This is an optimization exercise on Yosys and OpenROAD, whose aim is small area, not a production implementation. The RTL was checked by simulation tests, not by an equivalence proof against the original design. Power figures rest on the tool's default switching activity, not on a simulated workload.

[flow/design.v]
package img_params_pkg;
  localparam int IMG_WIDTH_DEF  = 220;
  localparam int IMG_HEIGHT_DEF = 220;
  localparam int DATA_WIDTH_DEF = 8;
  localparam int WIN_ELEMS  = 9;
  localparam int WIN_CENTRE = 4;
  typedef enum logic [2:0] {
    ST_IDLE   = 3'd0,
    ST_ACTIVE = 3'd1,
    ST_EOL    = 3'd2,
    ST_FLUSH  = 3'd3,
    ST_DONE   = 3'd4
  } gw_state_e;
endpackage
module gray_line_ram #(
  parameter int DEPTH = 443,
  parameter int DW    = 8
) (
  input  logic                clk,
  input  logic                en,
  input  logic                hold,
  input  logic                en0,
  input  logic                ph,
  input  logic [DW-1:0]       din,
  output logic [DEPTH*DW-1:0] q
);
  localparam int MW = (DEPTH - 2) * DW;
  logic [DW-1:0] head_q;
  logic [MW-1:0] mid_q;
  logic [DW-1:0] last_q;
  logic [MW-1:0] mid_in;
  assign mid_in = {mid_q[MW-DW-1:0], head_q ^ {DW{ph}}};
  always_ff @(posedge clk) begin
    if (en || en0) head_q <= din;
    mid_q  <= ~(({MW{hold}} | mid_in) & ({MW{en}} | mid_q));
    last_q <= mid_q[MW-1 -: DW];
  end
  assign q = {last_q, mid_q, head_q};
endmodule
import img_params_pkg::*;
module gray_window_3x3 #(
  parameter int IMG_WIDTH  = img_params_pkg::IMG_WIDTH_DEF,
  parameter int IMG_HEIGHT = img_params_pkg::IMG_HEIGHT_DEF,
  parameter int DATA_WIDTH = img_params_pkg::DATA_WIDTH_DEF
) (
  input  logic                              clk,
  input  logic                              rstn,
  input  logic                              start,
  input  logic                              in_valid,
  input  logic [DATA_WIDTH-1:0]             in_data,
  output logic                              in_ready,
  output logic                              win_valid,
  output logic [9*DATA_WIDTH-1:0]           win_data,
  output logic [$clog2(IMG_HEIGHT)-1:0]     out_row,
  output logic [$clog2(IMG_WIDTH)-1:0]      out_col,
  output logic                              busy,
  output logic                              done
);
  localparam int DW    = DATA_WIDTH;
  localparam int W     = IMG_WIDTH;
  localparam int AW    = $clog2(IMG_WIDTH);
  localparam int RW    = $clog2(IMG_HEIGHT);
  localparam int DEPTH = 2 * W + 3;
  img_params_pkg::gw_state_e    state_q, state_d;
  logic [AW-1:0]                ccol_q, ccol_d;
  logic [RW-1:0]                crow_q, crow_d;
  logic                         win_valid_q, win_valid_d;
  logic                         done_q, done_d;
  logic                         in_ready_q, in_ready_d;
  logic                         ph_q;
  logic                         accept;
  logic                         first;
  logic                         shift_en, shift_hold;
  logic [DEPTH*DW-1:0]          line_q;
  logic                         pt, pb, pl, pr;
  assign accept   = in_valid && in_ready_q;
  assign first    = (ccol_q == AW'(W - 1));
  assign shift_en = (accept && !first) || (state_q == ST_EOL) ||
                    (state_q == ST_FLUSH);
  assign shift_hold = (!in_valid || !in_ready_q || first) &&
                      (state_q != ST_EOL) && (state_q != ST_FLUSH);
  gray_line_ram #(.DEPTH(DEPTH), .DW(DW)) u_line (
    .clk  (clk),
    .en   (shift_en),
    .hold (shift_hold),
    .en0  (accept),
    .ph   (ph_q),
    .din  (in_data),
    .q    (line_q)
  );
  always_comb begin
    state_d     = state_q;
    ccol_d      = ccol_q;
    crow_d      = crow_q;
    win_valid_d = 1'b0;
    done_d      = 1'b0;
    case (state_q)
      ST_IDLE: begin
        if (start) begin
          state_d = ST_ACTIVE;
          ccol_d  = AW'(W - 1);
          crow_d  = RW'(-2);
        end
      end
      ST_ACTIVE: begin
        if (accept) begin
          ccol_d = (ccol_q == AW'(W)) ? '0 : ccol_q + AW'(1);
          if (first) crow_d = crow_q + RW'(1);
          else       win_valid_d = (crow_q != '1);
          if (ccol_q == AW'(W - 3)) state_d = ST_EOL;
        end
      end
      ST_EOL: begin
        ccol_d      = AW'(W - 1);
        win_valid_d = (crow_q != '1);
        state_d     = (crow_q == RW'(IMG_HEIGHT - 2)) ? ST_FLUSH : ST_ACTIVE;
      end
      ST_FLUSH: begin
        win_valid_d = 1'b1;
        crow_d      = RW'(IMG_HEIGHT - 1);
        if (crow_q != RW'(IMG_HEIGHT - 1)) ccol_d = '0;
        else                               ccol_d = ccol_q + AW'(1);
        if (crow_q == RW'(IMG_HEIGHT - 1) && ccol_q == AW'(W - 2))
          state_d = ST_DONE;
      end
      ST_DONE: begin
        state_d = ST_IDLE;
        done_d  = 1'b1;
      end
      default: state_d = ST_IDLE;
    endcase
    in_ready_d = (state_d == ST_ACTIVE);
  end
  always_ff @(posedge clk or negedge rstn) begin
    if (!rstn) begin
      state_q     <= ST_IDLE;
      win_valid_q <= 1'b0;
      done_q      <= 1'b0;
      in_ready_q  <= 1'b0;
      ph_q        <= 1'b0;
    end else begin
      state_q     <= state_d;
      win_valid_q <= win_valid_d;
      done_q      <= done_d;
      in_ready_q  <= in_ready_d;
      ph_q        <= !ph_q;
    end
  end
  always_ff @(posedge clk) begin
    ccol_q <= ccol_d;
    crow_q <= crow_d;
  end
  assign pt = (crow_q == '0);
  assign pb = (crow_q == RW'(IMG_HEIGHT - 1));
  assign pl = (ccol_q == '0);
  assign pr = (ccol_q == AW'(W - 1));
  for (genvar gi = 0; gi < 3; gi++) begin : g_r
    for (genvar gj = 0; gj < 3; gj++) begin : g_c
      localparam int K = 3*gi + gj;
      localparam int P = (2 - gi) * W + (2 - gj);
      logic kill;
      assign kill = (gi == 0 && pt) || (gi == 2 && pb) ||
                    (gj == 0 && pl) || (gj == 2 && pr);
      localparam bit HAS_PH = (P != 0);
      localparam bit INV_PH = (P == DEPTH - 1);
      logic ph_k;
      assign ph_k = HAS_PH && (ph_q ^ INV_PH);
      assign win_data[DW*K +: DW] = (line_q[DW*P +: DW] ^ {DW{ph_k}}) &
                                    {DW{!kill}};
    end
  end
  assign in_ready  = in_ready_q;
  assign win_valid = win_valid_q;
  assign out_row   = crow_q;
  assign out_col   = ccol_q;
  assign busy      = (state_q != ST_IDLE);
  assign done      = done_q;
endmodule
[flow/flow/run.sh]
#!/bin/bash
# The standard layout (standard.sh), with two changes passed through the
# environment: clock tree synthesis without dummy loads and with clustering
# of our own choice, and the smallest buffer for the port buffers.
export CTS_ARGS="-sink_clustering_enable -repair_clock_nets -dont_use_dummy_load -buf_list sky130_fd_sc_hd__clkbuf_8 -sink_clustering_size 18 -sink_clustering_max_diameter 50"
export BUFFER_PORTS_ARGS="-buffer_cell sky130_fd_sc_hd__buf_1"
bash standard.sh > standard_sh.log 2>&1
[flow/standard.sh]
#!/bin/bash
# synth_recipe.tcl (not shown) runs the flow's synth.tcl, then flattens the netlist and writes it again
# the make line also repeats each setting of config.mk as NAME=value (left out here)
make -C /OpenROAD-flow-scripts/flow DESIGN_CONFIG=/design/flow/config.mk WORK_HOME=/design/flow/orfs CLKGATE_MAP_FILE= SYNTH_SCRIPT=/design/flow/synth_recipe.tcl "${@:-finish}"
[flow/config.mk]
export PLATFORM = sky130hd
export DESIGN_NAME = gray_window_3x3
export DESIGN_NICKNAME = gray_window_3x3
export VERILOG_FILES = /design/flow/design.v
export SDC_FILE = /design/flow/constraint.sdc
export NUM_CORES = 4
export LEC_CHECK = 0
export CAP_MARGIN = 20
export CORE_MARGIN = 2
export CORE_UTILIZATION = 60
export PLACE_DENSITY = 0.7
export SLEW_MARGIN = 20
export SYNTH_HIERARCHICAL = 1
[flow/constraint.sdc]
create_clock -name core_clock -period 10.0 [get_ports {clk}]
set_input_delay 2.0000 -clock core_clock [delete_from_list [all_inputs] [get_ports {clk}]]
set_output_delay 2.0000 -clock core_clock [all_outputs]
set_load 0.01 [all_outputs]
==> reports/qor.yml, run 1 <==
floorplan:
  die_w_um: 415.2
  pin_count: 104
  design.die.area_um2: 172400
  core_um2: 167600
  die_height_um: 415.2
  rows: 150
  start_util_pct: 60.54
timing:
  setup_violations: 0
  maxSlewHeadroom_pct: 20.20
  rsz0062_at_grt: "false"
  tightestPinTransition_ns: 1.197
  fin_tns_setup_ns: 0
  post-route-min-period_ns: 4.931
  fmax_ghz: 0.2028
  slew_viol_final: 0
  skew_ns: 0.09570
  hold_viol_final: 0
  fin_crit_sh_pct: 49.31
detailed_routing:
  drtIter0Drc: 3390
  dr.pass1.iters: 5
  final_antenna_net_count: 0
  via_per_inst: 5.950
  post_drt_wl_per_cell_um: 14.69
  dr_total_vias: 59070
  drc: 0
  wl_um: 145800
global_route:
  grt_max_degree: 283
  track_usage_pct: 16.38
  overflow: 0
  grt_pass1_wl_um: 254300
  antenna_found_initial: 1
  grt_pass1_vias: 56490
place:
  placed_cells: 9698
  gp_congestion: 0.7783
  dpl.hpwl_um: 78600
  port_buffers: 103
power_and_ir_drop:
  switching_share_pct: 19.43
  pwr-share-comb_pct: 0.3
  intPower_mw: 16.34
  power_mw: 20.28
  peakVddDrop_mv: 0.1600
  p_switching_mw: 3.940
  p_leak_nw: 38.21
  clockPowerShare_pct: 29.0
  power.density_nw_per_um2: 198.0
  p_seq_share_pct: 70.7
setup_path:
  worstPathArrival_ns: 2.93
  crit_slowest_cell: "and3_1"
  path_delay_family: "simple AND/OR/NAND/NOR gates"
  required_ns: 8.00
  crit_path_end_kind: "output port"
  path_cells: "nor4bb_1 -> and3_1 -> nor2_1 -> and2_1 -> buf_1"
  crit_path_max_incr_delay_ns: 0.57
  path_max_fanout: 13
  path_buf_inv: 1
  crit_path_start_kind: "flop"
  path_class: "reg -> out"
cells_and_area:
  stdcell_count: 9928
  drive_above_1_share_pct: 3.614
  area_growth_pct: 0.9175
  fin_util_pct: 61.09
  fin_nets: 7742
  final_cell_mix: "dfxtp_1, o22ai_1, clkbuf_8, buf_1, nor2_1"
  layout.cells.most_common: "dfxtp_1"
synthesis:
  synth_ff_type: "dfxtp_1"
  ys_seq_area_share_pct: 70.65
  ys_warn_count: 8
  synth_top_area_cell: "dfxtp_1"
  synth_top_area_share_pct: 69.77
  postSynthAreaPerCell_um2: 12.45
  netlist_top_cells_area: "dfxtp_1, o22ai_1, buf_6, buf_2, edfxtp_1"
  synthDistinctLibCells: 37
  synth_seq_cells: 3567
  synthArstFlopShare_pct: 0.1962
  synth_fp_nets: 8169
  synthesis.area_um2: 101500
  syn_inst: 8150
  synth_edf_count: 24
clock_network:
  cts_buffers: 225
  post-cts-setup-buffers: 0
  cts_tree: "yes"
  cts.repair.resized: 0
  clock_latency_ns: 0.94
  cts_buffer_depth: 3
  cts_num_sinks: 3567
  hold_buffers: 0
  cts.htree.levels: 4
  clk_pin_slew_ns: 0.10
  root_buffer: "clkbuf_8"
status:
  status: "no timing/DRC/antenna violations"
hold_path:
  min_path_type: "reg -> reg"
run:
  max-cap-violations: 0
[stage by stage]
stage	hold slack, ns	instance area [um2]	setup WS, ns
after floorplan	0.3648	101500	6.263
after global placement	0.3704	99230	4.954
after detailed placement	0.3750	99230	4.867
after CTS	0.3773	102300	4.983
after global routing	0.3800	102400	4.831
final	0.3805	102400	5.069
[registers in the layout (all words and copies together), names as in the netlist]
signal and cells:
state_q 3, in_ready_q 1, ccol_q 8, done_q 1
win_valid_q 1, crow_q 8, u_line.mid_q 3528, ph_q 1
u_line.head_q 8, u_line.last_q 8
[cells by family (layout without fill, tap and decap cells)]
group | Yosys count | in the layout | share of synthesized area [%]
xor gates and xnor gates | 84 | 84 | 0.7251
other | 0 | 3 | 0
buffers and inverters | 811 | 382 | 6.013
AOI/OAI and AO/OA | 3551 | 3551 | 21.89
adders and majority gates | 7 | 7 | 0.08632
and+or+nand+nor | 130 | 130 | 0.6314
DFF | 3567 | 3567 | 70.65
[cell usage after synthesis, types with 2 or more instances]
master	number
edfxtp_1	24
and3_1	12
dfrtp_1	7
buf_4	17
or3_1	2
a31oi_1	2
nor3_1	3
and2_1	10
ha_1	7
nand4_1	2
nand3_1	12
nor2b_1	5
buf_2	453
a41oi_1	2
a21oi_1	5
or2_1	3
clkbuf_1	10
a21o_1	2
nor2_1	64
nand2_1	7
buf_6	323
dfxtp_1	3536
o21ai_0	10
inv_1	7
o22ai_1	3529
nor3b_1	2
xor2_1	34
xnor2_1	50
nand2b_1	2
[metal layers]
metal / routed length (um) / share of wire (%) / global-route usage, % / vias to the layer above
met4: 3280 / 2.2 / 4.806 / 0
met5: 0 / 0 / 0 / -
met3: 3957 / 2.7 / 2.773 / 236
met2: 66000 / 45 / 27.81 / 396
li1: - / - / - / 30510
met1: 72610 / 50 / 21.48 / 27930
[power groups by stage]
stage	sequential (mW)	combinational [mW]	clock [mW]
after CTS	14.3	0.0557	6.16
after global placement	14.7	0.0512	0
final	14.3	0.0550	5.88
after detailed placement	14.7	0.0553	0
after global routing	14.4	0.0638	6.65
after floorplan	14.7	0.0454	0
[final cells by class]
cell class,instances,area [um2]
repair buffers,150,1121
fillers,13220,65210
flip-flops and latches,3567,71690
clock buffers,225,3097
diodes,3,7.507
well taps,2204,2758
multi-input cells,3772,23700
inverters,7,26.28
[final timing paths]
check                                           start                    endpoint  slack [ns]  depth (start not counted)
min in group asynchronous                        rstn              ph_q$_DFF_PN0_        0.99                          1
max                               crow_q[2]$_DFFE_PP_                win_data[69]        5.07                          5
max in group asynchronous                        rstn              ph_q$_DFF_PN0_        8.68                          1
min reg2reg                u_line.mid_q[2579]$_DFF_P_  u_line.mid_q[2587]$_DFF_P_        0.38                          1
max reg2reg                       ccol_q[5]$_DFFE_PP_   u_line.mid_q[215]$_DFF_P_        5.89                          7
min                        u_line.mid_q[2579]$_DFF_P_  u_line.mid_q[2587]$_DFF_P_        0.38                          1
==> inputs of run 2 (changes only) <==
--- a/flow/config.mk
+++ b/flow/config.mk
@@ -7,7 +7,7 @@
 export LEC_CHECK = 0
 export CAP_MARGIN = 20
 export CORE_MARGIN = 2
-export CORE_UTILIZATION = 60
-export PLACE_DENSITY = 0.7
+export CORE_UTILIZATION = 55
+export PLACE_DENSITY = 0.9
 export SLEW_MARGIN = 20
 export SYNTH_HIERARCHICAL = 1
==> reports/qor.yml, run 2 <==
clock_network:
  clock_latency_ns: 0.94  # about the same
  hold_buffers: 0  # unchanged
  post-cts-setup-buffers: 0  # unchanged
  cts_tree: "yes"
  cts_buffer_depth: 3  # unchanged
  root_buffer: "clkbuf_8"
  cts_num_sinks: 3567  # unchanged
  cts.htree.levels: 4  # unchanged
  clk_pin_slew_ns: 0.11  # about the same
  cts.repair.resized: 0  # unchanged
  cts_buffers: 219  # -2.7%
global_route:
  grt_max_degree: 283  # unchanged
  overflow: 0  # unchanged
  antenna_found_initial: 1  # unchanged
  track_usage_pct: 16.05  # -0.33 points
  grt_pass1_wl_um: 268200  # +5.5%
  grt_pass1_vias: 56840  # +0.62%
synthesis:
  synth_ff_type: "dfxtp_1"
  netlist_top_cells_area: "dfxtp_1, o22ai_1, buf_6, buf_2, edfxtp_1"
  synth_most_common_cell: "dfxtp_1"
  synthArstFlopShare_pct: 0.1962  # unchanged
  postSynthAreaPerCell_um2: 12.45  # unchanged
  synth_top_area_cell: "dfxtp_1"
  synthDistinctLibCells: 37  # unchanged
  syn_inst: 8150  # unchanged
  ys_warn_count: 8  # unchanged
  synth_top_area_share_pct: 69.77  # unchanged
  synth_seq_cells: 3567  # unchanged
  ys_seq_area_share_pct: 70.65  # unchanged
  synthesis.area_um2: 101500  # unchanged
  synth.top_cells.by_count: "dfxtp_1, o22ai_1, buf_2"
  synth_fp_nets: 8169  # unchanged
  synth_edf_count: 24  # unchanged
timing:
  tightestPinTransition_ns: 1.149  # -0.04808 ns
  rsz0062_at_grt: "false"
  fin_tns_setup_ns: 0  # unchanged
  post-route-min-period_ns: 5.076  # +0.1451 ns
  fmax_ghz: 0.1970  # -2.9%
  slew_viol_final: 0  # unchanged
  setup_violations: 0  # unchanged
  fin_crit_sh_pct: 50.76  # +1.5 points
  setup_slack_ns: 4.924  # -0.1451 ns
  hold_viol_final: 0  # unchanged
  skew_ns: 0.1217  # +0.02597 ns
  maxSlewHeadroom_pct: 23.41  # +3.2 points
setup_path:
  reg2reg_slack_ns: 5.96  # +0.07 ns
  required_ns: 8.00  # about the same
  crit_path_start_kind: "flop"
  r2r-end: "u_line.mid_q[2837]$_DFF_P_"
  worstPathArrival_ns: 3.08  # +0.15 ns
  path_class: "reg -> out"
  crit_path_end_kind: "output port"
  r2r_cells: 7  # unchanged
  path_max_fanout: 10  # -3
  r2r-start: "ccol_q[5]$_DFFE_PP_"
detailed_routing:
  final_antenna_net_count: 0  # unchanged
  drc: 0  # unchanged
  post_drt_wl_per_cell_um: 15.50  # +5.5%
  dr.pass1.iters: 6  # +1
  via_per_inst: 5.893  # -0.95%
  dr_total_vias: 59970  # +1.5%
  wl_um: 157700  # +8.1%
  drtIter0Drc: 4162  # +23%
hold_path:
  min_to: "u_line.mid_q[2773]$_DFF_P_"
  min_path_type: "reg -> reg"
  min_path_cells: 1  # unchanged
  min-delay-start: "u_line.mid_q[2765]$_DFF_P_"
floorplan:
  die_height_um: 433.5  # +4.4%
  design.die.area_um2: 187900  # +9.0%
  core_um2: 183300  # +9.4%
  start_util_pct: 55.36  # -5.2 points
  rows: 157  # +4.7%
  pin_count: 104  # unchanged
  die_w_um: 433.5  # +4.4%
power_and_ir_drop:
  peakVddDrop_mv: 0.1673  # +4.5%
  power_mw: 20.24  # -0.17%
  power.density_nw_per_um2: 197.3  # -0.35%
  p_leak_nw: 38.14  # -0.18%
cells_and_area:
  largest_register_ffs: 3528  # unchanged
  area_growth_pct: 1.103
  final_area_um2: 102600  # +0.18%
  regMostFlops: "u_line.mid_q"
  fillers: 14040  # +6.3%
  layout.cells.most_common: "dfxtp_1"
  fin_nets: 7731  # -0.14%
  final_cell_mix: "dfxtp_1, o22ai_1, clkbuf_8, buf_1, nor2_1"
  drive_above_1_share_pct: 3.476  # -0.14 points
  fin_util_pct: 55.97  # -5.1 points
place:
  placed_area_um2: 99500  # +0.28%
  gp_congestion: 0.7968  # +2.4%
  port_buffers: 103  # unchanged
  preCtsSetupSlack_ns: 5.040  # +0.1733 ns
  dpl.hpwl_um: 87300  # +11%
run:
  max-cap-violations: 0  # unchanged
status:
  status: "no timing/DRC/antenna violations"
run 2: metal layers:
metal,wire (um),up-vias,track usage (%),share of wire [%]
met5,0,-,0,0
met4,3083,0,4.444,2.0
met3,4321,263,2.511,2.7
met2,75840,687,26.14,48
met1,74460,28600,22.22,47
li1,-,30420,-,-
run 2: final cells by class:
cell class / instances / area, um2 / area share [%]
repair buffers: 145 / 1071 / 1.044
clock buffers: 219 / 3014 / 2.938
well taps: 2464 / 3083 / 3.005
diodes: 1 / 2.502 / 0.002439
multi-input cells: 3772 / 23700 / 23.10
flip-flops and latches: 3567 / 71690 / 69.88
inverters: 7 / 26.28 / 0.02561
run 2: how the worst max path moves through the flow:
stage / startpoint / to / slack, ns / cells after the start
final: ccol_q[0]$_DFFE_PP_ / win_data[50] / 4.92 / 7
after global routing: ccol_q[0]$_DFFE_PP_ / win_data[50] / 4.71 / 7
after CTS: ccol_q[0]$_DFFE_PP_ / win_data[50] / 4.84 / 7
after detailed placement: in_valid / u_line.mid_q[2428]$_DFF_P_ / 5.04 / 6
after global placement: in_valid / u_line.mid_q[2462]$_DFF_P_ / 5.19 / 6
after floorplan: ccol_q[0]$_DFFE_PP_ / win_data[0] / 6.26 / 8
run 2: where the power goes:
part / internal (mW) / total (mW) / switching, mW
Combinational: 0.0346 / 0.0578 / 0.0231
Clock: 1.96 / 5.84 / 3.88
Sequential: 14.3 / 14.3 / 0.0524
Total: 16.3 / 20.2 / 3.95
run 2: metrics by stage:
stage / hold slack [ns] / cells
2_1_floorplan: 0.3648 / 8150
3_3_place_gp: 0.3698 / 9953
3_5_place_dp: 0.3714 / 9953
4_1_cts: 0.3710 / 10170
5_1_grt: 0.3805 / 10180
6_report: 0.3693 / 10180
run 2: critical path, cell delays in order, from the launching register on:
cell and delay, ns:
edfxtp_1 0.53, inv_1 0.14, ha_1 0.17, nor2b_1 0.18, and3_1 0.50, or2_1 0.35
nor2_1 0.13, buf_1 0.15
run 2: cells by family after synthesis:
logic type               Yosys count  synth area share [%]
buffers and inverters            811                 6.013
adder cells (fa/ha/maj)            7               0.08632
AND/OR/NAND/NOR                  130                0.6314
AO/OA/AOI/OAI                   3551                 21.89
XOR/XNOR                          84                0.7251
flip-flops                      3567                 70.65

==> afterwards: timing with drivers on the ports <==
How much do the figures lean on ideal ports? The routed layouts below were timed once more, with nothing changed but the port constraints.
Step 1 assumes that a clkbuf_16 drives the clock port and a buf_2 every other input.
Step 2 adds t to the input delays and takes it off the output delays; t is the mean of the earliest and latest rising clock arrival at the registers after step 1. Input paths then give back, and output paths get back, about the clock's delay inside the block.
Three values: ideal ports, drivers, drivers and shift; two values: the first two.
| run | t, ns | slack for setup (ns) | worst register clock-pin slew, ns | worst slew at a driven data input, ns |
|---|---|---|---|---|
| run 1 | 0.979 | 5.069 / 4.995 / 4.810 | 0.10 / 0.10 | 0.04 |
| run 2 | 0.962 | 4.924 / 4.843 / 4.870 | 0.11 / 0.11 | 0.04 |
After both steps every run listed still meets setup and hold. For run 1, which loses most, drivers alone change the setup slack by -0.074 ns; drivers and shift together by -0.259 ns.
